Background: an optimization exercise with open tools, aiming at small area and few clock cycles per item. Do not read the settings as production practice.
Function was checked by simulation only, so behaviour that the tests miss may differ from the original.
Power figures rest on the tool's default switching activity, not on a simulated workload.

// posture_deviation_dwell_detector_unit
module posture_deviation_dwell_detector_unit
(
    input  logic                               clk,
    input  logic                               rst_n,
    input  logic                               psel,
    input  logic                               penable,
    input  logic                               pwrite,
    input  logic [pdd_pkg::ADDR_W-1:0]         paddr,
    input  logic [pdd_pkg::WORD_W-1:0]         pwdata,
    output logic [pdd_pkg::WORD_W-1:0]         prdata,
    output logic                               pready,
    input  logic                               in_valid,
    output logic                               in_ready,
    input  logic [1:0]                         opcode,
    input  logic signed [pdd_pkg::PITCH_W-1:0] pitch_x10,
    input  logic [pdd_pkg::WORD_W-1:0]         now_ms,
    output logic                               out_valid,
    input  logic                               out_ready,
    output logic [1:0]                         posture,
    output logic signed [pdd_pkg::DEV_W-1:0]   deviation_x10,
    output logic [pdd_pkg::WORD_W-1:0]         session_count,
    output logic [pdd_pkg::WORD_W-1:0]         slouch_time_sec,
    output logic [pdd_pkg::DUR_W-1:0]          longest_session_sec,
    output logic [pdd_pkg::WORD_W-1:0]         since_upright_sec,
  ...
For scale: roughly 2800 cells after synthesis, roughly 290 flip-flops, about 320 I/O pins, roughly 24000 um2 of cells after synthesis.
clock: 14.0 ns
lec_check: 0
cap_margin: 20
core_margin: 2
core_utilization: 40
gpl_timing_driven: 0
slew_margin: 20
run.sh (not shown) runs the stock make flow with config.mk's settings and CLKGATE_MAP_FILE= SYNTH_SCRIPT=/design/flow/synth_recipe.tcl, a recipe that flattens the netlist after the stock synthesis.
Testbench counts at the start, summed over its fixed seeds: cycles 24,016, items 24,000.
Edit:
--- a/flow/design.v
+++ b/flow/design.v
@@ -236,21 +236,22 @@
     logic                               in_slouch;
     logic [pdd_pkg::CNT_W-1:0]          dwell_inc;
     logic [pdd_pkg::CNT_W-1:0]          above_inc;
     logic [pdd_pkg::CNT_W-1:0]          below_inc;
     logic                               enter, leave, mark;
     logic [15:0]                        sustain_ms;
     logic [pdd_pkg::WORD_W-1:0]         diff;
     logic [SPLIT-1:0]                   q_hi;
     logic [6:0]                         rem_hi;
     logic [LO-1:0]                      q_lo;
-    logic                               lo_gt, hi_gt, hi_eq;
+    logic                               hi_gt, hi_eq;
+    logic [LO-1:0]                      longest_lo;
     logic [pdd_pkg::DUR_W-1:0]          dur;
     logic [pdd_pkg::DUR_W-1:0]          longest_cur;
     logic [pdd_pkg::WORD_W:0]           seconds_inc;
     logic [pdd_pkg::WORD_W:0]           since_inc;
     logic                               tick_acc, clear_acc;
     logic [pdd_pkg::CFG_W-1:0]          slouch_add;
     assign in_ready = !out_valid_reg || out_ready;
     assign accept   = in_valid && in_ready;
     assign is_tick  = (opcode == pdd_pkg::OP_TICK);
     assign is_cal   = (opcode == pdd_pkg::OP_CALIBRATE);
@@ -275,59 +276,74 @@
     assign diff        = now_ms - start_reg;
     assign tick_acc    = accept && is_tick;
     assign seconds_inc = {1'b0, seconds_reg} + {32'd0, tick_acc};
     assign since_inc   = {1'b0, since_reg} + {32'd0, tick_acc};
     assign clear_acc   = accept && is_clear;
     assign slouch_add  = (accept && enter) ? cfg.slouch_delay
                          : {5'd0, tick_acc && calibrated_reg && in_slouch && !leave};
     always_comb
     begin
         logic [8:0] s;
+        logic       gt, eq;
         rem_hi = {1'b0, diff[31:26]};
+        gt     = 1'b0;
+        eq     = 1'b1;
         for (int i = SPLIT - 2; i >= 0; i -= 2)
         begin
-            s              = pdd_pkg::div125_step2(rem_hi, diff[3 + LO + i +: 2]);
-            q_hi[i +: 2]   = s[8:7];
-            rem_hi         = s[6:0];
+            s            = pdd_pkg::div125_step2(rem_hi, diff[3 + LO + i +: 2]);
+            q_hi[i +: 2] = s[8:7];
+            rem_hi       = s[6:0];
+            for (int j = 1; j >= 0; j--)
+            begin
+                gt = gt || (eq && s[7 + j] && !longest_reg[LO + i + j]);
+                eq = eq && (s[7 + j] == longest_reg[LO + i + j]);
+            end
         end
+        hi_gt = gt;
+        hi_eq = eq;
     end
     always_comb
     begin
         logic [7:0] s;
         logic [8:0] s2;
         logic [6:0] r;
-        logic       gt, eq;
-        r  = dq_rem_reg;
-        gt = 1'b0;
-        eq = 1'b1;
+        r = dq_rem_reg;
         if (LO % 2 == 1)
         begin
-            s           = pdd_pkg::div125_step(r, dq_lo_reg[LO-1]);
-            q_lo[LO-1]  = s[7];
-            r           = s[6:0];
-            gt          = s[7] && !longest_reg[LO-1];
-            eq          = (s[7] == longest_reg[LO-1]);
+            s          = pdd_pkg::div125_step(r, dq_lo_reg[LO-1]);
+            q_lo[LO-1] = s[7];
+            r          = s[6:0];
         end
-        for (int i = LO - 2 - (LO % 2 == 1 ? 1 : 0); i >= 0; i -= 2)
+        for (int i = LO - 2 - (LO % 2); i >= 0; i -= 2)
         begin
-            s2          = pdd_pkg::div125_step2(r, dq_lo_reg[i +: 2]);
+            s2           = pdd_pkg::div125_step2(r, dq_lo_reg[i +: 2]);
             q_lo[i +: 2] = s2[8:7];
-            r           = s2[6:0];
-            gt          = gt || (eq && (s2[8:7] > longest_reg[i +: 2]));
-            eq          = eq && (s2[8:7] == longest_reg[i +: 2]);
+            r            = s2[6:0];
+        end
+    end
+    always_comb
+    begin
+        logic qbig, eq, qb, lb;
+        qbig = ev_reg && dq_gt_reg;
+        eq   = ev_reg && dq_eq_reg;
+        for (int i = LO - 1; i >= 0; i--)
+        begin
+            qb            = q_lo[i];
+            lb            = longest_reg[i];
+            longest_lo[i] = qbig ? qb : (eq ? (qb || lb) : lb);
+            qbig          = qbig || (eq && qb && !lb);
+            eq            = eq && (qb == lb);
         end
-        lo_gt = gt;
     end
     assign dur         = {dq_hi_reg, q_lo};
-    assign hi_gt       = q_hi > longest_reg[pdd_pkg::DUR_W-1:LO];
-    assign hi_eq       = q_hi == longest_reg[pdd_pkg::DUR_W-1:LO];
-    assign longest_cur = (ev_reg && (dq_gt_reg || (dq_eq_reg && lo_gt))) ? dur : longest_reg;
+    assign longest_cur = {(ev_reg && dq_gt_reg) ? dq_hi_reg : longest_reg[pdd_pkg::DUR_W-1:LO],
+                          longest_lo};
     always_ff @(posedge clk or negedge rst_n)
     begin
         if (!rst_n)
         begin
             out_valid_reg <= 1'b0;
         end
         else if (in_ready)
         begin
             out_valid_reg <= in_valid;
         end
Result: The changed run completed with no timing, DRC or antenna violations. Sequential power hardly moves. Synthesized area is higher by about 0.32%. Total power is higher by 9.0%. Die area is higher by 0.32%. Worst setup slack gains 0.092 ns. Non-clock buffer count is lower by 20. Combinational power is higher by 16%. Count of clock-buffer cells in the layout is lower by 5. Register-to-register slack gains 0.11 ns. Core utilization is lower by 1.6 points.
Testbench counts after the change, summed over its fixed seeds: cycles 24,016, items 24,000.

==> afterwards: timing with drivers on the ports <==
The flow's constraints put no driver on any port. The routed layouts listed below were extracted and timed again, unchanged, in two steps.
Step 1 assumes that a clkbuf_16 drives the clock port and a buf_2 every other input.
Step 2 moves the port delays by t, midway between the first and last clock arrival at a register: inputs arrive t later, outputs are due t later. That takes back most of the time a late clock gives input paths.
Slacks: ideal / step 1 / step 2; pairs: ideal / step 1.
| run | shift t [ns] | setup WS [ns] | hold slack, ns | worst register clock-pin slew, ns |
|---|---|---|---|---|
| the first run | 0.631 | 0.464 / 0.441 / -0.190 | 0.464 / 0.464 / 0.464 | 0.06 / 0.06 |
| the second run | 0.621 | 0.555 / 0.555 / -0.065 | 0.470 / 0.470 / 0.470 | 0.07 / 0.07 |
With both steps, setup timing fails in the first run and the second run, where it was met with ideal ports. For the first run, which loses most, drivers alone change the setup slack by -0.023 ns; drivers and shift together by -0.654 ns.
